Source: an optimization exercise on an open RTL-to-GDS flow (aim: small area and a short achievable clock period). Production flows keep margins and buffers that such runs may drop.
Function was checked by simulation only, so behaviour that the tests miss may differ from the original.
Power and IR drop assume default switching activity.

==> job 1039 <==
## apb_acc_top
module apb_acc_top (
  input  wire logic         i_clk,
  input  wire logic         i_reset,
  input  wire logic [11:0]  i_paddr,
  input  wire logic [31:0]  i_pwdata,
  input  wire logic         i_pwrite,
  input  wire logic         i_psel,
  input  wire logic         i_penable,
  output logic      [31:0]  o_prdata,
  output logic              o_pready,
  output logic              o_pslverr
);
Settings: LEC_CHECK=0, CAP_MARGIN=20, CORE_MARGIN=2, CORE_UTILIZATION=40, SETUP_SLACK_MARGIN=4.4, SLEW_MARGIN=20; clock period 7.0 ns.
run.sh (not shown) runs the stock make flow with config.mk's settings and CLKGATE_MAP_FILE= SYNTH_SCRIPT=/design/flow/synth_recipe.tcl, a recipe that flattens the netlist after the stock synthesis.
==> job 2418 (differences from job 1039) <==
Settings changed: CORE_UTILIZATION 40 to 60.
==> job 781 (differences from job 1039) <==
Settings changed: SETUP_SLACK_MARGIN 4.4 to unset.
==> flow_summary.json <==
{
  "p_leak_nw": 21.3,
  "nNetsFinal": 4387,
  "startpoint": "i_pwdata[3]",
  "placed_cell_area_um2": 52000,
  "start_util_pct": 40.3,
  "layout_common_cells": "edfxtp_1, fa_1, inv_1",
  "grt_use_met1_pct": 33.7,
  "slew_headroom_pct": 24.6,
  "largest_class": "sequential cells",
  "outcome": "finished clean",
  "path_cells": "clkdlybuf4s50_1 -> mux2i_1 -> inv_2 -> a21oi_1 -> nor2b_1 -> nor2_1",
  "power_clock_mw": 5.31
}
[end of results for job 781]
==> flow_summary.json <==
{
  "outcome": "finished clean",
  "path_cells": "inv_2 -> fa_1 -> fa_2 -> nor2b_4 -> o31a_1 -> o22a_2 -> o41ai_4 -> o211ai_4 -> a221oi_4 -> o211ai_1 -> xor2_4 -> buf_12 -> a221o_1",
  "nNetsFinal": 4723,
  "p_leak_nw": 23.9,
  "startpoint": "u_filter.r2_1_2",
  "layout_common_cells": "edfxtp_1, inv_1, fa_1",
  "placed_cell_area_um2": 51900,
  "switching_power_mw": 6.50,
  "slew_headroom_pct": 35.3,
  "power_clock_mw": 5.52,
  "start_util_pct": 60.5,
  "largest_class": "multi-input combinational cells",
  "finalSetupViolCount": 0
}
[end of results for job 2418]
==> flow_summary.json <==
{
  "power_clock_mw": 5.40,
  "p_comb_share_pct": 36.6,
  "synth.most_common_cell": "edfxtp_1",
  "nNetsFinal": 4741,
  "layout_common_cells": "edfxtp_1, inv_1, buf_4",
  "ant_nets": 0,
  "outcome": "finished clean",
  "p_leak_nw": 23.9,
  "largest_class": "multi-input combinational cells",
  "path_cells": "fa_2 -> ha_4 -> buf_4 -> nor3_2 -> nor2_1 -> o22a_2 -> o41ai_4 -> o211ai_4 -> a221oi_4 -> o211ai_1 -> xor2_4 -> buf_12 -> a221o_1",
  "synth_fp_nets": 4452,
  "start_util_pct": 40.3,
  "slew_headroom_pct": 32.6
}
[end of results for job 1039]

* * *

==> yarrow <==
apb_acc_top, a different RTL version from the one above (not shown whole).
## apb_acc_top
module apb_acc_top (
  input  wire logic         i_clk,
  input  wire logic         i_reset,
  input  wire logic [11:0]  i_paddr,
  input  wire logic [31:0]  i_pwdata,
  input  wire logic         i_pwrite,
  input  wire logic         i_psel,
  input  wire logic         i_penable,
  output logic      [31:0]  o_prdata,
  output logic              o_pready,
  output logic              o_pslverr
);
==> flow/config.mk <==
export PLATFORM = sky130hd
export DESIGN_NAME = apb_acc_top
export DESIGN_NICKNAME = apb_acc_top
export VERILOG_FILES = /design/flow/design.v
export SDC_FILE = /design/flow/constraint.sdc
export NUM_CORES = 4
export LEC_CHECK = 0
export CAP_MARGIN = 20
export CORE_MARGIN = 2
export CORE_UTILIZATION = 40
export CTS_BUF_LIST = sky130_fd_sc_hd__clkbuf_4 sky130_fd_sc_hd__clkbuf_8
export SETUP_SLACK_MARGIN = 4.4
export SLEW_MARGIN = 20
export SYNTH_HIERARCHICAL = 1
export TNS_END_PERCENT = 20
==> flow/constraint.sdc <==
create_clock -name core_clock -period 7.0 [get_ports {i_clk}]
set_input_delay 1.4000 -clock core_clock [delete_from_list [all_inputs] [get_ports {i_clk}]]
set_output_delay 1.4000 -clock core_clock [all_outputs]
set_load 0.01 [all_outputs]
==> inputs of maple, as changes to yarrow <==
- SETUP_SLACK_MARGIN: 4.4 -> 4.2
==> flow_summary.yaml <==
sta:
  tightest_slew_ns: 1.120
layout:
  syn_to_final_growth_pct: 15.75
  fillers: 10575
  clk_share_pct: 6.084
outcome:
  outcome: "finished clean"
global_routing:
  antenna_found_initial: 3
  grt_util_met3_pct: 5.066
drt:
  drt_pass1_iterations: 9
  vias: 31459
place:
  place.detailed.hpwl_um: 103300
# the run above: maple

==> flow_summary.yaml <==
outcome:
  outcome: "finished clean"
drt:
  dr.first_iter.drc_count: 3713
  drt_pass1_iterations: 7
  vias: 32197
place:
  place.detailed.hpwl_um: 105000
layout:
  fillers: 10245
  final_area_um2: 57820
  clk_share_pct: 5.901
global_routing:
  antenna_found_initial: 9
# the run above: yarrow


* * *

==> run a <==
Another version of the RTL of apb_acc_top (not shown whole).
==> module result_fifo, before the edit <==
module result_fifo (
  input  wire logic         i_clk,
  input  wire logic         i_reset,
  input  wire logic         i_push,
  input  wire logic [26:0]  i_data,
  input  wire logic         i_pop,
  input  wire logic         i_clear,
  input  wire logic         i_en,
  output logic      [31:0]  o_head_n,     
  output logic              o_bypass,     
  output logic      [2:0]   o_status_n    
);
  logic [25:0] mem [16];
  logic [3:0]  wr_ptr;
  logic [3:0]  rd_ptr;
  logic        empty_q;
  logic        full_q;
  logic        overflow_q;
  logic        do_push;
  logic        do_pop;
  logic        empty_n;
  logic        full_n;
  logic        ovf_n;
  assign do_push = i_push & i_en & ~full_q & ~i_clear;
  assign do_pop  = i_pop & ~empty_q & ~i_clear;
  assign ovf_n   = ~i_clear & (overflow_q | (i_push & i_en & full_q));
  always_comb
  begin
    empty_n = empty_q;
    full_n  = full_q;
    if (i_clear)
    begin
      empty_n = 1'b1;
      full_n  = 1'b0;
    end
    else if (do_push & ~do_pop)
    begin
      empty_n = 1'b0;
      full_n  = (wr_ptr + 4'd1 == rd_ptr);
    end
    else if (do_pop & ~do_push)
    begin
      empty_n = (rd_ptr + 4'd1 == wr_ptr);
      full_n  = 1'b0;
    end
  end
  always_ff @(posedge i_clk or posedge i_reset)
  begin
    if (i_reset)
    begin
      wr_ptr     <= '0;
      rd_ptr     <= '0;
      empty_q    <= 1'b1;
      full_q     <= 1'b0;
      overflow_q <= 1'b0;
    end
    else
    begin
      empty_q    <= empty_n;
      full_q     <= full_n;
      overflow_q <= ovf_n;
      if (i_clear)
      begin
        wr_ptr <= '0;
        rd_ptr <= '0;
      end
      else
      begin
        if (do_push)
          wr_ptr <= wr_ptr + 4'd1;
        if (do_pop)
          rd_ptr <= rd_ptr + 4'd1;
      end
    end
  end
  always_ff @(posedge i_clk)
  begin
    if (do_push)
      mem[wr_ptr] <= i_data[25:0];
  end
  logic [25:0] h;
  logic        h_neg;
  assign h     = mem[rd_ptr];
  assign h_neg = h[25] & (h[24:0] != '0);
  always_comb
  begin
    if (i_clear)
      o_head_n = '0;
    else if (!empty_q)
      o_head_n = {{6{h_neg}}, h};
    else
      o_head_n = '0;
  end
  assign o_bypass = empty_q & do_push;
  assign o_status_n = {ovf_n, full_n, empty_n};
endmodule
Settings: LEC_CHECK=0, CAP_MARGIN=20, CORE_MARGIN=2, CORE_UTILIZATION=40, CTS_BUF_LIST=sky130_fd_sc_hd__clkbuf_4 sky130_fd_sc_hd__clkbuf_8, SETUP_SLACK_MARGIN=4.2, SLEW_MARGIN=20, SYNTH_HIERARCHICAL=1, TNS_END_PERCENT=20, BUFFER_PORTS_ARGS=-buffer_cell sky130_fd_sc_hd__buf_4; clock period 7.0 ns.
standard.sh (not shown) runs the stock make flow with config.mk's settings and CLKGATE_MAP_FILE= SYNTH_SCRIPT=/design/flow/synth_recipe.tcl, a recipe that flattens the netlist after the stock synthesis.
==> flow/flow/run.sh <==
#!/bin/bash
set -e
set -o pipefail
echo 'export BUFFER_PORTS_ARGS = -buffer_cell sky130_fd_sc_hd__buf_4' >> config.mk
bash standard.sh > standard.log 2>&1
==> run b: changes against run a <==
--- a/flow/design.v
+++ b/flow/design.v
@@ -2048,3 +2048,3 @@
 );
-  logic [25:0] mem [16];
+  logic [26:0] mem [16];
   logic [3:0]  wr_ptr;
@@ -2114,8 +2114,6 @@
     if (do_push)
-      mem[wr_ptr] <= i_data[25:0];
+      mem[wr_ptr] <= i_data;
   end
-  logic [25:0] h;
-  logic        h_neg;
-  assign h     = mem[rd_ptr];
-  assign h_neg = h[25] & (h[24:0] != '0);
+  logic [26:0] h;
+  assign h = mem[rd_ptr];
   always_comb
@@ -2125,3 +2123,3 @@
     else if (!empty_q)
-      o_head_n = {{6{h_neg}}, h};
+      o_head_n = {{5{h[26]}}, h};
     else
==> flow/run.sh (new file) <==
#!/bin/bash
# synth_recipe.tcl (not shown) runs the flow's synth.tcl, then flattens the netlist and writes it again
# the make line also repeats each setting of config.mk as NAME=value (left out here)
make -C /OpenROAD-flow-scripts/flow DESIGN_CONFIG=/design/flow/config.mk WORK_HOME=/design/flow/orfs CLKGATE_MAP_FILE= SYNTH_SCRIPT=/design/flow/synth_recipe.tcl finish
BUFFER_PORTS_ARGS = not set   (was -buffer_cell sky130_fd_sc_hd__buf_4)
PLACE_DENSITY = 0.7   (was not set)
removed: flow/flow/run.sh
removed: flow/standard.sh
==> run c: changes against run a <==
==> flow/run.sh (new file) <==
#!/bin/bash
# synth_recipe.tcl (not shown) runs the flow's synth.tcl, then flattens the netlist and writes it again
# the make line also repeats each setting of config.mk as NAME=value (left out here)
make -C /OpenROAD-flow-scripts/flow DESIGN_CONFIG=/design/flow/config.mk WORK_HOME=/design/flow/orfs CLKGATE_MAP_FILE= SYNTH_SCRIPT=/design/flow/synth_recipe.tcl finish
BUFFER_PORTS_ARGS = not set   (was -buffer_cell sky130_fd_sc_hd__buf_4)
CORE_UTILIZATION = 50   (was 40)
removed: flow/flow/run.sh
removed: flow/standard.sh
==> flow_summary.yaml <==
drt:
  initialDrtViolationCount: 3375
  firstDrtPassIters: 7
cells_and_area:
  n_all_buffers: 184
  nFillCells: 10570
status:
  status: "no timing/DRC/antenna violations"
power:
  p_int_uw: 9580
  p_comb_uw: 1830
  leakagePower_uw: 0.02103
Source of the figures above: run a

==> flow_summary.yaml <==
cells_and_area:
  nFillCells: 7614
  n_all_buffers: 247
power:
  p_int_uw: 9842
  leakagePower_uw: 0.02141
  p_comb_uw: 2050
flow_run:
  max_cap_viol_count: 0
drt:
  firstDrtPassIters: 6
  initialDrtViolationCount: 3768
placement:
  hpwl_mm: 112.3
status:
  status: "no timing/DRC/antenna violations"
clocking:
  htreeDepth: 4
floorplan:
  start_util: 0.5032
Source of the figures above: run c

==> flow_summary.yaml <==
status:
  status: "no timing/DRC/antenna violations"
cells_and_area:
  nFillCells: 10580
power:
  leakagePower_uw: 0.02123
  p_int_uw: 9628
  p_comb_uw: 1820
drt:
  firstDrtPassIters: 6
Source of the figures above: run b


* * *

==> inputs of run C <==
apb_acc_top, a different RTL version from the one above (not shown whole).
==> flow/config.mk <==
export PLATFORM = sky130hd
export DESIGN_NAME = apb_acc_top
export DESIGN_NICKNAME = apb_acc_top
export VERILOG_FILES = /design/flow/design.v
export SDC_FILE = /design/flow/constraint.sdc
export NUM_CORES = 4
export LEC_CHECK = 0
export CAP_MARGIN = 20
export CORE_MARGIN = 2
export CORE_UTILIZATION = 40
export CTS_BUF_LIST = sky130_fd_sc_hd__clkbuf_4 sky130_fd_sc_hd__clkbuf_8
export SETUP_SLACK_MARGIN = 4.2
export SLEW_MARGIN = 20
export SYNTH_HIERARCHICAL = 1
export TNS_END_PERCENT = 20
==> flow/constraint.sdc <==
create_clock -name core_clock -period 7.0 [get_ports {i_clk}]
set_input_delay 1.4000 -clock core_clock [delete_from_list [all_inputs] [get_ports {i_clk}]]
set_output_delay 1.4000 -clock core_clock [all_outputs]
set_load 0.01 [all_outputs]
run.sh (not shown) runs the stock make flow with config.mk's settings and CLKGATE_MAP_FILE= SYNTH_SCRIPT=/design/flow/synth_recipe.tcl, a recipe that flattens the netlist after the stock synthesis.
Stock flow here: none of the scripts above is used.
==> run M (differences from run C) <==
SETUP_SLACK_MARGIN = 4.3   (was 4.2)
==> summary.txt <==
	run M	run C
Run status	no timing/DRC/antenna violations	no timing/DRC/antenna violations
Areal power density over the cells	239.5 nW/µm²	242.6 nW/µm²
Share of final layout cell area taken by non-clock buffers	0.04421	0.03437
Total via count after detailed routing	31.77k	31.29k
Worst ir drop on vdd	0.1925 mV	0.1941 mV
Post-route met1 wirelength	62,380 µm	61,860 µm
Cell internal power dissipation	10,210 µW	10,170 µW
Switching component of the power	3594 µW	3555 µW
Fmax	0.3253 GHz	0.3250 GHz
Routed length on met3	12,460 µm	11,930 µm
Combinational logic power	1880 µW	1800 µW
Iteration-0 DRC Markers	3,245	3,077
Area used by multi-input combinational logic	24,490 µm²	24,110 µm²
Post-DR vias/cell	5.596	5.567
Overall power after layout	13,810 µW	13,720 µW
Max-Slew Margin vs Limit	0.3418	0.3070
Count of inverters other than clock inverters in the layout	98	97
Number of antenna violations at the first check in global routing	6	4
Leakage	0.02190 µW	0.02151 µW
Least-Margin Pin Slew	0.9814 ns	1.029 ns
Detailed Route WL	146,800 µm	144,600 µm
Antenna diode instance count	4	2
Per-cell routed wire length	25.86 µm	25.73 µm

* * *

==> inputs of 04-25 <==
apb_acc_top, a different RTL version from the one above (not shown whole).
export LEC_CHECK = 0
export CAP_MARGIN = 20
export CORE_MARGIN = 2
export CORE_UTILIZATION = 40
export CTS_BUF_LIST = sky130_fd_sc_hd__clkbuf_4 sky130_fd_sc_hd__clkbuf_8
export SETUP_SLACK_MARGIN = 4.2
export SLEW_MARGIN = 20
export SYNTH_HIERARCHICAL = 1
export TNS_END_PERCENT = 20
create_clock -name core_clock -period 7.0 [get_ports {i_clk}]
==> inputs of 10-11, as changes to 04-25 <==
--- a/flow/design.v
+++ b/flow/design.v
@@ -198,31 +198,22 @@
     half = low ? {x[5:0], 1'b0} : x[11:5];
   endfunction
   always_ff @(posedge i_clk)
   begin
     for (int k = 1; k < 8; k++)
     begin
-      logic [6:0] bh;
-      logic [6:0] bl;
+      logic [6:0] b;
       logic       en;
-      logic [2:0] nh, oh, th, nl, ol, tl;
-      bh = half(dly_n[k-1], 1'b0);
-      bl = half(dly_n[k-1], 1'b1);
+      b  = half(dly_n[k-1], i_setup);
       en = (4'(k) < i_ntaps_n) & live_n[k-1];
       for (int d = 0; d < 3; d++)
       begin
-        nh[d] = en & bh[2*d+2];
-        oh[d] = en & (bh[2*d+1] ^ bh[2*d]);
-        th[d] = en & ((bh[2*d+2] & ~bh[2*d+1] & ~bh[2*d]) | (~bh[2*d+2] & bh[2*d+1] & bh[2*d]));
-        nl[d] = en & bl[2*d+2];
-        ol[d] = en & (bl[2*d+1] ^ bl[2*d]);
-        tl[d] = en & ((bl[2*d+2] & ~bl[2*d+1] & ~bl[2*d]) | (~bl[2*d+2] & bl[2*d+1] & bl[2*d]));
+        ng_q[k][d] <= en & b[2*d+2];
+        on_q[k][d] <= en & (b[2*d+1] ^ b[2*d]);
+        tw_q[k][d] <= en & ((b[2*d+2] & ~b[2*d+1] & ~b[2*d]) | (~b[2*d+2] & b[2*d+1] & b[2*d]));
       end
-      ng_q[k] <= i_setup ? nl : nh;
-      on_q[k] <= i_setup ? ol : oh;
-      tw_q[k] <= i_setup ? tl : th;
     end
   end
   logic [5:0] b0;
   logic       n5;
   assign b0 = i_access ? i_pwdata[5:0] : i_pwdata[11:6];
   assign n5 = b0[5] & ~i_access;
==> out/qor.json <==
{
  "power": {
    "vdd_ir_drop_max_mv": 0.176
  },
  "routing": {
    "routed-via-count": 31400
  },
  "global_routing": {
    "grt_pass1_wl_um": 215000
  },
  "placed_design": {
    "placed_cells": 5143,
    "globalplace.congestion": 1.02
  },
  "worst_setup_path": {
    "cp_slowest_cell": "sky130_fd_sc_hd__fa_2",
    "setup.worst_path.end": "u_filter.r2_15_1",
    "r2r_slack_ns": 3.92,
    "critical_path.max_stage_delay_ns": 0.55
  },
  "floorplan": {
    "dieHeight_um": 350
  },
  "final_layout": {
    "final_cell_mix": "416 x sky130_fd_sc_hd__edfxtp_1, 311 x sky130_fd_sc_hd__fa_1, 293 x sky130_fd_sc_hd__dfxtp_1, 283 x sky130_fd_sc_hd__xnor2_1, 267 x sky130_fd_sc_hd__a22oi_1",
    "post_route_cells_drive_above_1_share_pct": 24.3
  },
  "status": {
    "run_status": "no timing/DRC/antenna violations"
  },
  "sta": {
    "min_tclk_post_route_ns": 3.08,
    "clock_skew_ns": 0.0585
  }
}
That was 04-25.
==> out/qor.json <==
{
  "global_routing": {
    "grt_pass1_wl_um": 213000
  },
  "status": {
    "run_status": "no timing/DRC/antenna violations"
  },
  "final_layout": {
    "post_route_cells_drive_above_1_share_pct": 27.2
  },
  "routing": {
    "routed-via-count": 30200
  },
  "sta": {
    "min_tclk_post_route_ns": 3.09
  },
  "placed_design": {
    "globalplace.congestion": 1.00
  },
  "floorplan": {
    "dieHeight_um": 349
  },
  "worst_setup_path": {
    "cp_slowest_cell": "sky130_fd_sc_hd__nor2b_1",
    "setup.worst_path.end": "u_regs.rd_q[4]"
  }
}
That was 10-11.

-- separate check: timing with driven ports --
No port has a modelled driver above. Below, the same layouts with a new extraction and two added sets of constraints.
Step 1 assumes that a clkbuf_16 drives the clock port and a buf_2 every other input.
Step 2 also shifts input and output timing later by t, the mid clock arrival at the registers, as if the neighbouring blocks saw the same clock.
Three values: ideal ports, drivers, drivers and shift; two values: the first two.
run | shift t [ns] | setup slack, ns | worst setup path at the end | latest minus earliest clock arrival (ns)
job 1039 | 0.768 | 3.435 / 3.435 / 3.430 | input to register | 0.062 / 0.061
job 2418 | 0.734 | 3.341 / 3.341 / 3.341 | register to register | 0.071 / 0.071
job 781 | 0.779 | 2.651 / 2.703 / 1.924 | input to register | 0.075 / 0.074
yarrow | 0.913 | 4.083 / 4.083 / 3.356 | input to register | 0.070 / 0.069
maple | 0.922 | 4.042 / 4.042 / 3.215 | input to register | 0.061 / 0.061
run a of note 3 | 0.885 | 3.997 / 3.997 / 3.305 | input to register | 0.058 / 0.058
run b of note 3 | 0.897 | 4.087 / 4.072 / 3.240 | input to register | 0.075 / 0.075
run c of note 3 | 0.910 | 4.060 / 4.026 / 3.203 | input to register | 0.057 / 0.057
run C of note 4 | 0.925 | 3.923 / 3.923 / 3.157 | input to register | 0.058 / 0.058
run M of note 4 | 0.931 | 3.926 / 3.926 / 3.281 | input to register | 0.057 / 0.057
04-25 | 0.907 | 3.920 / 3.920 / 3.184 | input to register | 0.059 / 0.058
10-11 | 0.904 | 3.915 / 3.936 / 3.062 | input to register | 0.056 / 0.056
After both steps every run listed still meets setup and hold. For run c of note 3, which loses most, drivers alone change the setup slack by -0.034 ns; drivers and shift together by -0.857 ns.
